From an optimization exercise on the open Yosys and OpenROAD flow, aimed at small area, a short achievable clock period and few clock cycles; shortcuts taken in it are not production practice. Where RTL was checked, it was by simulation tests only, not by an equivalence proof against the original. Only the layout flow was run in run 1; the RTL was not checked for function there.

<file path="design/flow/config.mk">
export PLATFORM = sky130hd
export DESIGN_NAME = voxel_ray_traversal_unit
export DESIGN_NICKNAME = voxel_ray_traversal_unit
export VERILOG_FILES = /design/flow/design.v
export SDC_FILE = /design/flow/constraint.sdc
export NUM_CORES = 4
export LEC_CHECK = 0
export CAP_MARGIN = 20
export CORE_MARGIN = 2
export CORE_UTILIZATION = 40
export SETUP_SLACK_MARGIN = 4.6
export SLEW_MARGIN = 20
</file>
<file path="design/flow/constraint.sdc">
create_clock -name core_clock -period 8.0 [get_ports {clk}]
set_input_delay 1.6000 -clock core_clock [delete_from_list [all_inputs] [get_ports {clk}]]
set_output_delay 1.6000 -clock core_clock [all_outputs]
set_load 0.01 [all_outputs]
</file>
<file path="design/flow/design.v">
`default_nettype none
package vrt_pkg;
    localparam int CRD_W    = 16;
    localparam int IDX_W    = 8;
    localparam int T_W      = 32;
    localparam int VS_W     = 5;
    localparam int NUM_AXES = 3;
    localparam logic [T_W-1:0] T_SAT = '1;
    typedef enum logic [1:0] {
        ST_IDLE,
        ST_DIV_LOAD,
        ST_DIV_WAIT,
        ST_EMIT
    } vrt_state_t;
    typedef enum logic [1:0] {
        OP_IDX_S,
        OP_IDX_E,
        OP_TNEXT,
        OP_TSTEP
    } div_op_t;
    typedef struct packed {
        logic       capture;
        logic       div_start;
        logic       div_store;
        logic       emit;
        div_op_t    op;
        logic [1:0] axis;
    } vrt_cmd_t;
    typedef struct packed {
        logic                div_done;
        logic [NUM_AXES-1:0] flat;
        logic                last_now;
    } vrt_status_t;
endpackage
`default_nettype wire
`default_nettype none
module voxel_ray_traversal_unit (
    input  wire logic        clk,
    input  wire logic        rst_n,
    input  wire logic        start,
    output logic             busy,
    input  wire logic        voxel_size_we,
    input  wire logic [4:0]  voxel_size,
    input  wire logic [15:0] start_x,
    input  wire logic [15:0] start_y,
    input  wire logic [15:0] start_z,
    input  wire logic [15:0] end_x,
    input  wire logic [15:0] end_y,
    input  wire logic [15:0] end_z,
    output logic             voxel_valid,
    output logic [7:0]       voxel_x,
    output logic [7:0]       voxel_y,
    output logic [7:0]       voxel_z,
    output logic             last_voxel_flag,
    output logic             truncated
);
    function automatic logic [16:0] rstep(input logic [16:0] x, input logic [15:0] d1);
        logic [17:0] m;
        m = {1'b0, x} - {2'b00, d1};
        rstep = m[17] ? {1'b0, x[15:0]} : {1'b1, m[15:0]};
    endfunction
    function automatic logic [5:0] istep(input logic [4:0] r, input logic b,
                                         input logic [4:0] v);
        logic [6:0] m;
        m = {1'b0, r, b} - {2'b00, v};
        istep = m[6] ? {1'b0, r[3:0], b} : {1'b1, m[4:0]};
    endfunction
    logic [4:0]  v;             
    logic        fe_idx, fe_pend, fe_rdy;
    logic [2:0]  fcnt;
    logic [7:0]  ncur  [3];     
    logic [7:0]  nendv [3];     
    logic [2:0]  nneg;
    logic [4:0]  ri_s  [3];
    logic [4:0]  ri_e  [3];
    logic [15:0] nd    [3];     
    logic [7:0]  nslo  [3];     
    logic [15:0] d1    [3];     
    logic [15:0] rn    [3];
    logic [15:0] rs    [3];
    logic [7:0]  slo   [3];
    logic [2:0]  sat_n;
    logic [2:0]  sat_s;
    logic        be_div, be_emit;
    logic [4:0]  bcnt;
    logic [7:0]  cur   [3];
    logic [7:0]  endv  [3];
    logic [2:0]  neg;
    logic [31:0] tn    [3];
    logic [31:0] ts    [3];
    logic [2:0]  ovf;
    logic        valid_r, last_r, trunc_r, first;
    logic [5:0]  count;
    logic [15:0] s_in [3];
    logic [15:0] e_in [3];
    logic        fe_idle, done, be_free, be_divbusy, do_init, xfer, cap;
    assign s_in[0] = start_x;
    assign s_in[1] = start_y;
    assign s_in[2] = start_z;
    assign e_in[0] = end_x;
    assign e_in[1] = end_y;
    assign e_in[2] = end_z;
    assign fe_idle    = !(fe_idx || fe_pend || fe_rdy);
    assign done       = valid_r && last_r;
    assign be_free    = !(be_div || be_emit) || done;
    assign be_divbusy = be_div && !done;
    assign do_init    = fe_pend && !be_divbusy;
    assign xfer       = (do_init || fe_rdy) && be_free;
    assign busy       = !fe_idle;
    assign cap        = !busy;    
    logic [15:0] rn_nx [3];
    logic [15:0] rs_nx [3];
    logic        qn    [3];
    logic        qs    [3];
    logic [4:0]  ris_nx [3];
    logic [4:0]  rie_nx [3];
    logic        qis   [3];
    logic        qie   [3];
    always_comb begin
        for (int a = 0; a < 3; a++) begin
            logic [16:0] st;
            logic [5:0]  is;
            st = rstep({rn[a], slo[a][7]}, d1[a]);
            qn[a] = st[16];
            rn_nx[a] = st[15:0];
            st = rstep({rs[a], 1'b0}, d1[a]);
            qs[a] = st[16];
            rs_nx[a] = st[15:0];
            is = istep(ri_s[a], ncur[a][7], v);
            qis[a] = is[5];
            ris_nx[a] = is[4:0];
            is = istep(ri_e[a], nendv[a][7], v);
            qie[a] = is[5];
            rie_nx[a] = is[4:0];
        end
    end
    logic [5:0]  hi  [3];
    logic [7:0]  lo  [3];
    logic        n_at_end;
    always_comb begin
        for (int a = 0; a < 3; a++) begin
            if (nneg[a]) begin
                hi[a] = {1'b0, v} + {1'b0, ri_s[a]};
                lo[a] = nslo[a];
            end else begin
                hi[a] = {1'b0, v} - {1'b0, ri_s[a]} - {5'd0, (nslo[a] != 8'd0)};
                lo[a] = 8'd0 - nslo[a];
            end
        end
        n_at_end = (ncur[0] == nendv[0]) && (ncur[1] == nendv[1]) && (ncur[2] == nendv[2]);
    end
    logic [2:0]  pre_ax;
    logic        pre;
    logic [2:0]  allone;
    logic        lt01, lt02, lt12;
    logic [2:0]  axm;           
    logic [2:0]  stepm;         
    logic        step_en;
    logic        do_pre;
    logic [32:0] tsum [3];
    logic        at_end_nx;
    logic [2:0]  eq;
    logic [2:0]  eqs;
    always_comb begin
        for (int a = 0; a < 3; a++) begin
            pre_ax[a] = neg[a] && (cur[a] != endv[a]);
            eq[a]     = (cur[a] == endv[a]);
            eqs[a]    = neg[a] ? (cur[a] == endv[a] + 8'd1) : (cur[a] + 8'd1 == endv[a]);
            allone[a] = &tn[a];
            tsum[a]   = {1'b0, tn[a]} + {1'b0, ts[a]};
        end
        pre  = |pre_ax;
        lt01 = !ovf[0] && (ovf[1] ? !allone[0] : (tn[0] < tn[1]));
        lt02 = !ovf[0] && (ovf[2] ? !allone[0] : (tn[0] < tn[2]));
        lt12 = !ovf[1] && (ovf[2] ? !allone[1] : (tn[1] < tn[2]));
        axm[0] = lt01 && lt02;
        axm[1] = !lt01 && lt12;
        axm[2] = !axm[0] && !axm[1];
        do_pre  = first && pre;
        step_en = !done && (do_pre || be_emit);
        stepm   = do_pre ? pre_ax : axm;
        at_end_nx = (stepm[0] ? eqs[0] : eq[0]) &&
                    (stepm[1] ? eqs[1] : eq[1]) &&
                    (stepm[2] ? eqs[2] : eq[2]);
    end
    always_ff @(posedge clk or negedge rst_n) begin
        if (!rst_n) begin
            fe_idx  <= 1'b0;
            fe_pend <= 1'b0;
            fe_rdy  <= 1'b0;
            fcnt    <= '0;
            be_div  <= 1'b0;
            be_emit <= 1'b0;
            bcnt    <= '0;
            valid_r <= 1'b0;
            v       <= 5'd1;
        end else begin
            if (voxel_size_we)
                v <= (voxel_size == 5'd0) ? 5'd1 : voxel_size;
            fcnt <= fcnt + 1'b1;
            if (!busy) begin
                fe_idx <= start;
                fcnt   <= '0;
            end else if (fe_idx) begin
                if (fcnt == 3'd7) begin
                    fe_idx  <= 1'b0;
                    fe_pend <= 1'b1;
                end
            end else if (do_init) begin
                fe_pend <= 1'b0;
                fe_rdy  <= !xfer;
            end else if (xfer) begin
                fe_rdy  <= 1'b0;
            end
            bcnt <= bcnt + 1'b1;
            if (xfer) begin
                be_div  <= 1'b1;
                be_emit <= 1'b0;
                bcnt    <= '0;
                valid_r <= 1'b1;
            end else if (done) begin
                be_div  <= 1'b0;
                be_emit <= 1'b0;
                valid_r <= 1'b0;
            end else begin
                if (be_div && bcnt == 5'd31) begin
                    be_div  <= 1'b0;
                    be_emit <= 1'b1;
                end
                valid_r <= step_en;
            end
        end
    end
    always_ff @(posedge clk) begin
        if (cap) begin
            for (int a = 0; a < 3; a++) begin
                ncur[a]  <= s_in[a][15:8];
                nendv[a] <= e_in[a][15:8];
                nslo[a]  <= s_in[a][7:0];
                nd[a]    <= e_in[a];
                ri_s[a]  <= '0;
                ri_e[a]  <= '0;
            end
        end else if (fe_idx) begin
            for (int a = 0; a < 3; a++) begin
                ncur[a]  <= {ncur[a][6:0], qis[a]};
                nendv[a] <= {nendv[a][6:0], qie[a]};
                ri_s[a]  <= ris_nx[a];
                ri_e[a]  <= rie_nx[a];
            end
            if (fcnt == 3'd0) begin
                for (int a = 0; a < 3; a++) begin
                    logic [16:0] x;
                    x       = {1'b0, nd[a]} - {1'b0, ncur[a], nslo[a]};
                    nneg[a] <= x[16];
                    nd[a]   <= x[15:0];
                end
            end else if (fcnt == 3'd1) begin
                for (int a = 0; a < 3; a++)
                    if (nneg[a])
                        nd[a] <= 16'd0 - nd[a];
            end
        end
        if (do_init) begin
            for (int a = 0; a < 3; a++) begin
                d1[a]    <= nd[a];
                rn[a]    <= {10'd0, hi[a]};
                rs[a]    <= {11'd0, v};
                slo[a]   <= lo[a];
                sat_n[a] <= (nd[a][15:6] == 10'd0) && (nd[a][5:0] <= hi[a]);
                sat_s[a] <= (nd[a][15:5] == 11'd0) && (nd[a][4:0] <= v);
            end
        end else if (be_div) begin
            for (int a = 0; a < 3; a++) begin
                rn[a]  <= rn_nx[a];
                rs[a]  <= rs_nx[a];
                slo[a] <= {slo[a][6:0], 1'b0};
            end
        end
        if (xfer) begin
            for (int a = 0; a < 3; a++) begin
                cur[a]  <= ncur[a];
                endv[a] <= nendv[a];
                ovf[a]  <= 1'b0;
            end
            neg     <= nneg;
            last_r  <= n_at_end;
            trunc_r <= 1'b0;
            first   <= 1'b1;
            count   <= '0;
        end else begin
            if (be_div) begin
                for (int a = 0; a < 3; a++) begin
                    tn[a] <= {tn[a][30:0], qn[a] | sat_n[a]};
                    ts[a] <= {ts[a][30:0], qs[a] | sat_s[a]};
                end
            end
            if (step_en) begin
                for (int a = 0; a < 3; a++) begin
                    if (stepm[a])
                        cur[a] <= neg[a] ? cur[a] - 8'd1 : cur[a] + 8'd1;
                    if (!do_pre && axm[a]) begin
                        tn[a]  <= tsum[a][31:0];
                        ovf[a] <= ovf[a] | tsum[a][32];
                    end
                end
                first   <= 1'b0;
                count   <= count + 1'b1;
                last_r  <= at_end_nx || (count == 6'd62);
                trunc_r <= !at_end_nx && (count == 6'd62);
            end
        end
    end
    assign voxel_valid     = valid_r;
    assign voxel_x         = cur[0];
    assign voxel_y         = cur[1];
    assign voxel_z         = cur[2];
    assign last_voxel_flag = last_r;
    assign truncated       = trunc_r;
endmodule
`default_nettype wire
</file>
<file path="design/flow/run.sh">
#!/bin/bash
# synth_recipe.tcl (not shown) runs the flow's synth.tcl, then flattens the netlist and writes it again
# the make line also repeats each setting of config.mk as NAME=value (left out here)
make -C /OpenROAD-flow-scripts/flow DESIGN_CONFIG=/design/flow/config.mk WORK_HOME=/design/flow/orfs CLKGATE_MAP_FILE= SYNTH_SCRIPT=/design/flow/synth_recipe.tcl finish
</file>
==> results of run 1 <==
==> area by class of cell <==
cell class,count,area (um2),share of cell area (%)
multi-input combinational,3696,26300,50.8
sequential,601,16900,32.6
timing repair buffer,338,3040,5.86
clock buffer,99,2040,3.93
tap,1488,1860,3.59
inverter,296,1130,2.18
clock inverter,40,528,1.02
antenna,1,2.50,0.00483
==> sequential cells by signal, indices dropped and copies added (netlist names), 48 cells and up <==
name / flops
rn: 48
nd: 48
tn: 96
d1: 48
ts: 96
rs: 48
==> synth_stat cells (58+ instances only) <==
cell | instances | area share, %
edfxtp_1 | 478 | 32
nand2_1 | 475 | 4.0
o21ai_0 | 458 | 5.2
ha_1 | 455 | 13
a21oi_1 | 317 | 3.6
inv_1 | 294 | 2.5
nor2_1 | 293 | 2.5
xnor2_1 | 233 | 4.6
clkbuf_1 | 130 | 1.1
mux2i_1 | 124 | 2.8
nand3_1 | 109 | 1.2
xor2_1 | 106 | 2.1
dfxtp_1 | 104 | 4.7
nor3_1 | 104 | 1.2
a21o_1 | 77 | 1.3
o21a_1 | 77 | 1.3
a31oi_1 | 73 | 1.0
nor2b_1 | 65 | 0.92
or3_1 | 60 | 0.85
nand2b_1 | 58 | 0.82
==> layer usage <==
metal	routed length, um	part of all wire [%]
met5	0	0
met4	6090	4.6
met3	6070	4.6
met2	62100	47
met1	57900	44
==> critical path, cell delays in order (launching register included) <==
cell and delay [ns]:
edfxtp_1 0.46, nor2_4 0.19, nand2_4 0.07, nor3_4 0.13
nand3_2 0.11, fa_2 0.60, inv_2 0.05, ha_4 0.15
o21ai_2 0.11, nand3b_1 0.12, xnor2_1 0.14, nor2_1 0.12
a21oi_2 0.08, ha_1 0.37, o21a_1 0.12, o21ai_1 0.07
nand2b_1 0.09, a21oi_2 0.06, a31oi_2 0.15, nor2_1 0.06
==> per-stage QoR <==
stage               utilization (%)  hold slack [ns]
floorplan                         -            0.424
global placement               42.7            0.441
detailed placement             42.7            0.444
CTS                            46.2            0.456
global route                   47.0            0.465
finish                         47.1            0.451
==> final timing paths <==
path / slack, ns / from / to / cells past startpoint
worst min-delay path: 0.45 / ts[2][12] / ts[2][13] / 0
worst max register to register: 4.50 / nslo[2][2] / sat_n[2] / 19
min in group asynchronous: 1.32 / rst_n / v[1] / 2
worst min register to register: 0.45 / ts[2][12] / ts[2][13] / 0
max in group asynchronous: 6.36 / rst_n / be_div / 2
worst max-delay path: 4.50 / nslo[2][2] / sat_n[2] / 19
==> cells by family (layout without fill, tap and decap cells) <==
| logic type | after synthesis | in the layout | share of synthesized area, % |
|---|---|---|---|
| simple gates | 1389 | 1393 | 15.0 |
| buf+inv | 468 | 773 | 4.12 |
| xor+xnor | 340 | 340 | 6.77 |
| mux | 127 | 127 | 2.88 |
| compound gates | 1354 | 1354 | 18.9 |
| flops | 601 | 601 | 38.2 |
| fa+ha+maj | 482 | 482 | 14.1 |
| other cells | 0 | 1 | 0 |
==> repair_timing <==
item	4_1_cts	5_1_grt
gates cloned	3	5
endpoints found under the setup margin	208	253
gates resized for setup	118	98
pin swaps	39	51
setup buffers	103	58
==> results by group, run 1 <==
GRT
  – GR Util met2: between 30% and 40%
  – Initial antenna violation count: 1
  – Most used routing layer: met2
  – Gr usage total: 22.6%
  – Largest net degree at the start of global routing: between 80 and 90
  – First-pass GRT wire length: slightly above 200000 um
  – GRT met1 Usage: around 29%
  – Overflow after GRT: 0
  – Routing usage on met3: 2.94%
  – Vias in the first global route: approximately 35000

Place
  – IO Port Bufs: 132
  – DPL Wire Length: 94400 um
  – Setup slack at placement: 3.62 ns
  – DP Area: 47100 um2
  – GPL Wtd Cong: 0.885
  – Placed cell count: 6250

Synth
  – Netlist cell types: 90
  – Post-synth EDFFs: around 480
  – Post-synthesis cell count: around 4800
  – Primary FF master, synth: edfxtp_1
  – Post-synthesis sequential area ratio: around two fifths
  – Share of flip-flops with an asynchronous set or reset: 3.16%
  – Synth Net Count: 5348
  – Yosys warnings: 28
  – Count of state elements after synthesis: 601
  – Average cell area after synthesis: 9.29 um2
  – Synthesized area: 44200 um2

Drt
  – Detail Route Antenna Nets: 0
  – Initial DRC count: around 2700
  – Vias per cell: around 5.7
  – Drt pass-1 iters: 5
  – WL/cell: 20.1 um
  – Final WL: 132000 um
  – DR DRC count: 0
  – Routed via count: 37100

Floorplan
  – Die height: 337 um
  – Core area: between 100000 and 150000 um2
  – Die X: around 340 um
  – Initial core utilization: 40.1%
  – Ports: 133
  – Die ar.: around 110000 um2
  – Row count: 122

Clock tree
  – Clock Tree Buf Depth: 3
  – CTS root buffer: clkbuf_16
  – Sink Count: 601
  – CTS tree: built
  – Hold-fix buffers, CTS: 0
  – H-tree levels: 3
  – TritonCTS Buffers: 75
  – CTS clk-pin slew, worst paths: 0.05 ns
  – Skew-Pair Late Insertion Delay: 0.67 ns

Min path
  – Hold Path Class: register to register

Flow run
  – Max-Cap Viols: 0

Timing
  – RSZ-0062 raised after global routing: true
  – Tcrit/Tclk final: 43.8%
  – Final-report max-slew violation count: 0
  – Min cycle time layout: 3.50 ns
  – Final worst slack: 4.50 ns
  – Max-slew headroom: 30.0%
  – Final setup fails: 0
  – Max Freq: between 200 and 300 MHz
  – Worst slew pin tran: around 1.1 ns
  – Final Hold Viols: 0
  – Clock Skew: 0.0390 ns
  – Setup TNS: 0 ns

Finish
  – Most frequent cells in the layout: 478 x edfxtp_1, 468 x nand2_1, 446 x ha_1
  – Non-Filler Instances: 6559
  – Cell area after layout: around 52000 um2
  – Final Net Count: 5595
  – Area delta synth->final: 17.2%
  – FILL cells: 10500
  – Layout cells sized above 1: slightly above 10%
  – Commonest non-fill, non-tap cell in the layout: edfxtp_1

Setup path
  – Max FO, Critical Path: 2
  – CP Launch Type: register
  – Arrival time at the worst endpoint: 3.90 ns
  – Data required, critical path: 8.39 ns
  – CP Class: register to register
  – Setup crit end kind: register

Run status
  – Run status: complete, no violations
==> run 2, diff against run 1 <==
--- a/design/flow/design.v
+++ b/design/flow/design.v
@@ -54,10 +54,16 @@
     output logic             last_voxel_flag,
     output logic             truncated
 );
-    function automatic logic [16:0] rstep(input logic [16:0] x, input logic [15:0] d1);
-        logic [17:0] m;
-        m = {1'b0, x} - {2'b00, d1};
-        rstep = m[17] ? {1'b0, x[15:0]} : {1'b1, m[15:0]};
+    function automatic logic [17:0] rstep4(input logic [17:0] x, input logic [15:0] d1,
+                                           input logic [17:0] d3);
+        logic [18:0] m1, m2, m3;
+        m1 = {1'b0, x} - {3'b000, d1};
+        m2 = {1'b0, x} - {2'b00, d1, 1'b0};
+        m3 = {1'b0, x} - {1'b0, d3};
+        if (!m3[18])      rstep4 = {2'd3, m3[15:0]};
+        else if (!m2[18]) rstep4 = {2'd2, m2[15:0]};
+        else if (!m1[18]) rstep4 = {2'd1, m1[15:0]};
+        else              rstep4 = {2'd0, x[15:0]};
     endfunction
     function automatic logic [5:0] istep(input logic [4:0] r, input logic b,
                                          input logic [4:0] v);
@@ -76,13 +82,14 @@
     logic [15:0] nd    [3];     
     logic [7:0]  nslo  [3];     
     logic [15:0] d1    [3];     
+    logic [17:0] d3    [3];     
     logic [15:0] rn    [3];
     logic [15:0] rs    [3];
     logic [7:0]  slo   [3];
     logic [2:0]  sat_n;
     logic [2:0]  sat_s;
     logic        be_div, be_emit;
-    logic [4:0]  bcnt;
+    logic [3:0]  bcnt;
     logic [7:0]  cur   [3];
     logic [7:0]  endv  [3];
     logic [2:0]  neg;
@@ -110,21 +117,21 @@
     assign cap        = !busy;    
     logic [15:0] rn_nx [3];
     logic [15:0] rs_nx [3];
-    logic        qn    [3];
-    logic        qs    [3];
+    logic [1:0]  qn    [3];
+    logic [1:0]  qs    [3];
     logic [4:0]  ris_nx [3];
     logic [4:0]  rie_nx [3];
     logic        qis   [3];
     logic        qie   [3];
     always_comb begin
         for (int a = 0; a < 3; a++) begin
-            logic [16:0] st;
+            logic [17:0] st;
             logic [5:0]  is;
-            st = rstep({rn[a], slo[a][7]}, d1[a]);
-            qn[a] = st[16];
+            st = rstep4({rn[a], slo[a][7:6]}, d1[a], d3[a]);
+            qn[a] = st[17:16];
             rn_nx[a] = st[15:0];
-            st = rstep({rs[a], 1'b0}, d1[a]);
-            qs[a] = st[16];
+            st = rstep4({rs[a], 2'b00}, d1[a], d3[a]);
+            qs[a] = st[17:16];
             rs_nx[a] = st[15:0];
             is = istep(ri_s[a], ncur[a][7], v);
             qis[a] = is[5];
@@ -223,7 +230,7 @@
                 be_emit <= 1'b0;
                 valid_r <= 1'b0;
             end else begin
-                if (be_div && bcnt == 5'd31) begin
+                if (be_div && bcnt == 4'd15) begin
                     be_div  <= 1'b0;
                     be_emit <= 1'b1;
                 end
@@ -264,6 +271,7 @@
         if (do_init) begin
             for (int a = 0; a < 3; a++) begin
                 d1[a]    <= nd[a];
+                d3[a]    <= {2'b00, nd[a]} + {1'b0, nd[a], 1'b0};
                 rn[a]    <= {10'd0, hi[a]};
                 rs[a]    <= {11'd0, v};
                 slo[a]   <= lo[a];
@@ -274,7 +282,7 @@
             for (int a = 0; a < 3; a++) begin
                 rn[a]  <= rn_nx[a];
                 rs[a]  <= rs_nx[a];
-                slo[a] <= {slo[a][6:0], 1'b0};
+                slo[a] <= {slo[a][5:0], 2'b00};
             end
         end
         if (xfer) begin
@@ -291,8 +299,8 @@
         end else begin
             if (be_div) begin
                 for (int a = 0; a < 3; a++) begin
-                    tn[a] <= {tn[a][30:0], qn[a] | sat_n[a]};
-                    ts[a] <= {ts[a][30:0], qs[a] | sat_s[a]};
+                    tn[a] <= {tn[a][29:0], qn[a] | {2{sat_n[a]}}};
+                    ts[a] <= {ts[a][29:0], qs[a] | {2{sat_s[a]}}};
                 end
             end
             if (step_en) begin
==> results by group, run 2 <==
Finish
  – Commonest non-fill, non-tap cell in the layout: ha_1
  – Final Net Count: 7610
  – Layout cells sized above 1: 12.2%
  – Most frequent cells in the layout: 714 x ha_1, 534 x nand2_1, 529 x edfxtp_1
  – # diodes: 0
  – Fin util: 47.8%
  – Area delta synth->final: 18.6%
  – Non-Filler Instances: between 8000 and 9000
  – Top Registers: tn x96, ts x96, d3 x54

Drt
  – Routed via count: 49700
  – Final WL: 183000 um
  – Initial DRC count: 3659
  – Vias per cell: 5.72
  – Detail Route Antenna Nets: 0
  – DR DRC count: 0
  – WL/cell: 21.0 um
  – Drt pass-1 iters: 5

Clock tree
  – H-tree levels: 3
  – CTS root buffer: clkbuf_16
  – Hold-fix buffers, CTS: 0
  – CTS clk-pin slew, worst paths: around 0.06 ns
  – Skew-Pair Late Insertion Delay: 0.71 ns
  – TritonCTS Buffers: 81
  – CTS tree: built
  – Clock Tree Buf Depth: 3
  – Sink Count: approximately 650

Synth
  – Share of flip-flops with an asynchronous set or reset: 2.76%
  – Synth Net Count: ~7300
  – Average cell area after synthesis: 8.95 um2
  – Post-synth EDFFs: around 530
  – Primary FF master, synth: edfxtp_1
  – Post-synthesis cell count: 6368
  – Post-synthesis sequential area ratio: 32.3%
  – Synthesized area: ~57000 um2
  – Count of state elements after synthesis: between 600 and 700
  – Yosys warnings: 29
  – Netlist cell types: 93
  – Synth top area share: between 20% and 30%
  – Most common cell in the netlist: ha_1
  – Cell taking the most area after synthesis: edfxtp_1
  – Synth area leaders: edfxtp_1 28%, ha_1 16%, xnor2_1 5.6%
  – Post-synth top cells: 742 x ha_1, 550 x nand2_1, 529 x edfxtp_1

Setup path
  – Data required, critical path: 8.56 ns
  – Worst path bufs/invs: 2
  – R2R Path Start: nslo[2][0]
  – Worst path top cell family by delay: adder cells
  – Setup crit end kind: register
  – Worst path max stage delay: 0.61 ns
  – CP Class: register to register
  – CP Launch Type: register
  – Worst R2R Path Depth: 20
  – CP max-delay cell: fa_2
  – R2r endpoint: sat_n[2]
  – Max FO, Critical Path: 2
  – R2R Setup Slk: about 4.3 ns
  – Cell mode on critical path: ha_4
  – Arrival time at the worst endpoint: 4.22 ns
  – CP cell instances: inv_2 -> ha_4 -> nand2_2 -> nor3_4 -> nand3_4 -> fa_2 -> inv_2 -> ha_4 -> o21ai_2 -> nand3b_1 -> xnor2_1 -> nor2_2 -> a21oi_4 -> ha_4 -> o21a_1 -> o21ai_1 -> nand2b_1 -> a21oi_2 -> a31oi_2 -> nor3b_2

Timing
  – Max-slew headroom: roughly a fifth
  – Final Hold Viols: 0
  – Tcrit/Tclk final: between 40% and 50%
  – Max Freq: approximately 270 MHz
  – Final-report max-slew violation count: 0
  – Setup TNS: 0 ns
  – RSZ-0062 raised after global routing: true
  – Worst slew pin tran: ~1.2 ns
  – Final worst slack: approximately 4.3 ns
  – Clock Skew: 0.0415 ns
  – Final setup fails: 0
  – Min cycle time layout: 3.66 ns

Floorplan
  – Core area: 141000 um2
  – Die height: between 300 and 400 um
  – Die X: 381 um
  – Die ar.: between 100000 and 150000 um2
  – Ports: approximately 130
  – Initial core utilization: 40.3%
  – Row count: 138

GRT
  – Largest net degree at the start of global routing: 70
  – First-pass GRT wire length: between 200000 and 300000 um
  – Gr usage total: 23.7%
  – Initial antenna violation count: 3
  – Overflow after GRT: 0
  – Vias in the first global route: 46900

Min path
  – Hold wc startpoint: bcnt[0]
  – Hold Crit Depth: 1
  – Hold Path Class: register to register
  – Hold path endpoint: bcnt[0]

Place
  – IO Port Bufs: approximately 130
  – GPL Wtd Cong: 0.894
  – Placed cell count: ~8300
  – Setup slack at placement: 3.59 ns
  – DPL Wire Length: 131000 um

Run status
  – Run status: complete, no violations

Flow run
  – Max-Cap Viols: 0
[run 2: layout make-up]
class	count	area, um2
multi-input combinational	5095	38000
clock inverter	39	572
sequential	651	18400
timing repair buffer	452	4160
tap	1890	2360
inverter	446	1710
clock buffer	111	2320
fill	13300	73800
[run 2: how the worst max path moves through the flow]
stage                           from  endpoint  cells after the start
final                     nslo[2][0]  sat_n[2]                     20
after global placement    nslo[2][1]  sat_n[2]                     18
after detailed placement  nslo[2][1]  sat_n[2]                     18
after CTS                 nslo[2][1]  sat_n[2]                     18
after floorplan           nslo[0][1]  sat_n[0]                     18
after global routing      nslo[2][1]  sat_n[2]                     20
[run 2: stage by stage]
stage / area (um2) / hold WS (ns)
floorplan: 57000 / 0.424
global placement: 60400 / 0.441
detailed placement: 60400 / 0.442
CTS: 65600 / 0.454
global route: 67600 / 0.469
finish: 67600 / 0.454
[run 2: cell families after synthesis]
family          count (synthesis)  synth area share, %
buf+inv                       628                 4.24
fa+ha+maj                     778                 17.6
simple gates                 1790                 14.8
mux                           133                 2.37
flops                         651                 32.3
xor+xnor                      533                 8.23
compound gates               1855                 20.5
[run 2: repair_timing]
action | CTS | global route
pin swaps | 89 | 107
setup buffers | 154 | 105
cloned | 8 | 14
gates resized for setup | 248 | 223
setup endpoints to repair | 322 | 186
[run 2: metal layers]
metal  share of wire [%]  track usage, %  wire length, um
met1                  43            30.4            78100
met2                  48            40.5            88100
met3                 5.0            2.76             9050
met4                 4.1            9.36             7510
met5               0.016               0               29
Testbench counts of run 2, summed over its fixed seeds: cycles 12,446.

-- port drivers added, routing unchanged --
Ports are ideal in the flow. The routed layouts listed here were re-timed in OpenROAD.
Step 1 (the two cells are an assumption about what drives the block):
set clk [get_ports {clk}]
set_driving_cell -lib_cell sky130_fd_sc_hd__clkbuf_16 $clk
set_driving_cell -lib_cell sky130_fd_sc_hd__buf_2 [delete_from_list [all_inputs] $clk]
Step 2 adds t to the input delays and takes it off the output delays; t is the mean of the earliest and latest rising clock arrival at the registers after step 1. Input paths then give back, and output paths get back, about the clock's delay inside the block.
a / b / c = ideal / step 1 / step 2; a / b = the first two.
run	t, ns	setup slack, ns	worst setup path after step 2	worst slew at a driven data input, ns	cell pins on the clock port's net
run 1	0.717	4.495 / 4.495 / 4.495	register to register	0.05	1
run 2	0.775	4.336 / 4.336 / 4.336	register to register	0.07	1
After both steps setup and hold are still met in every run listed.
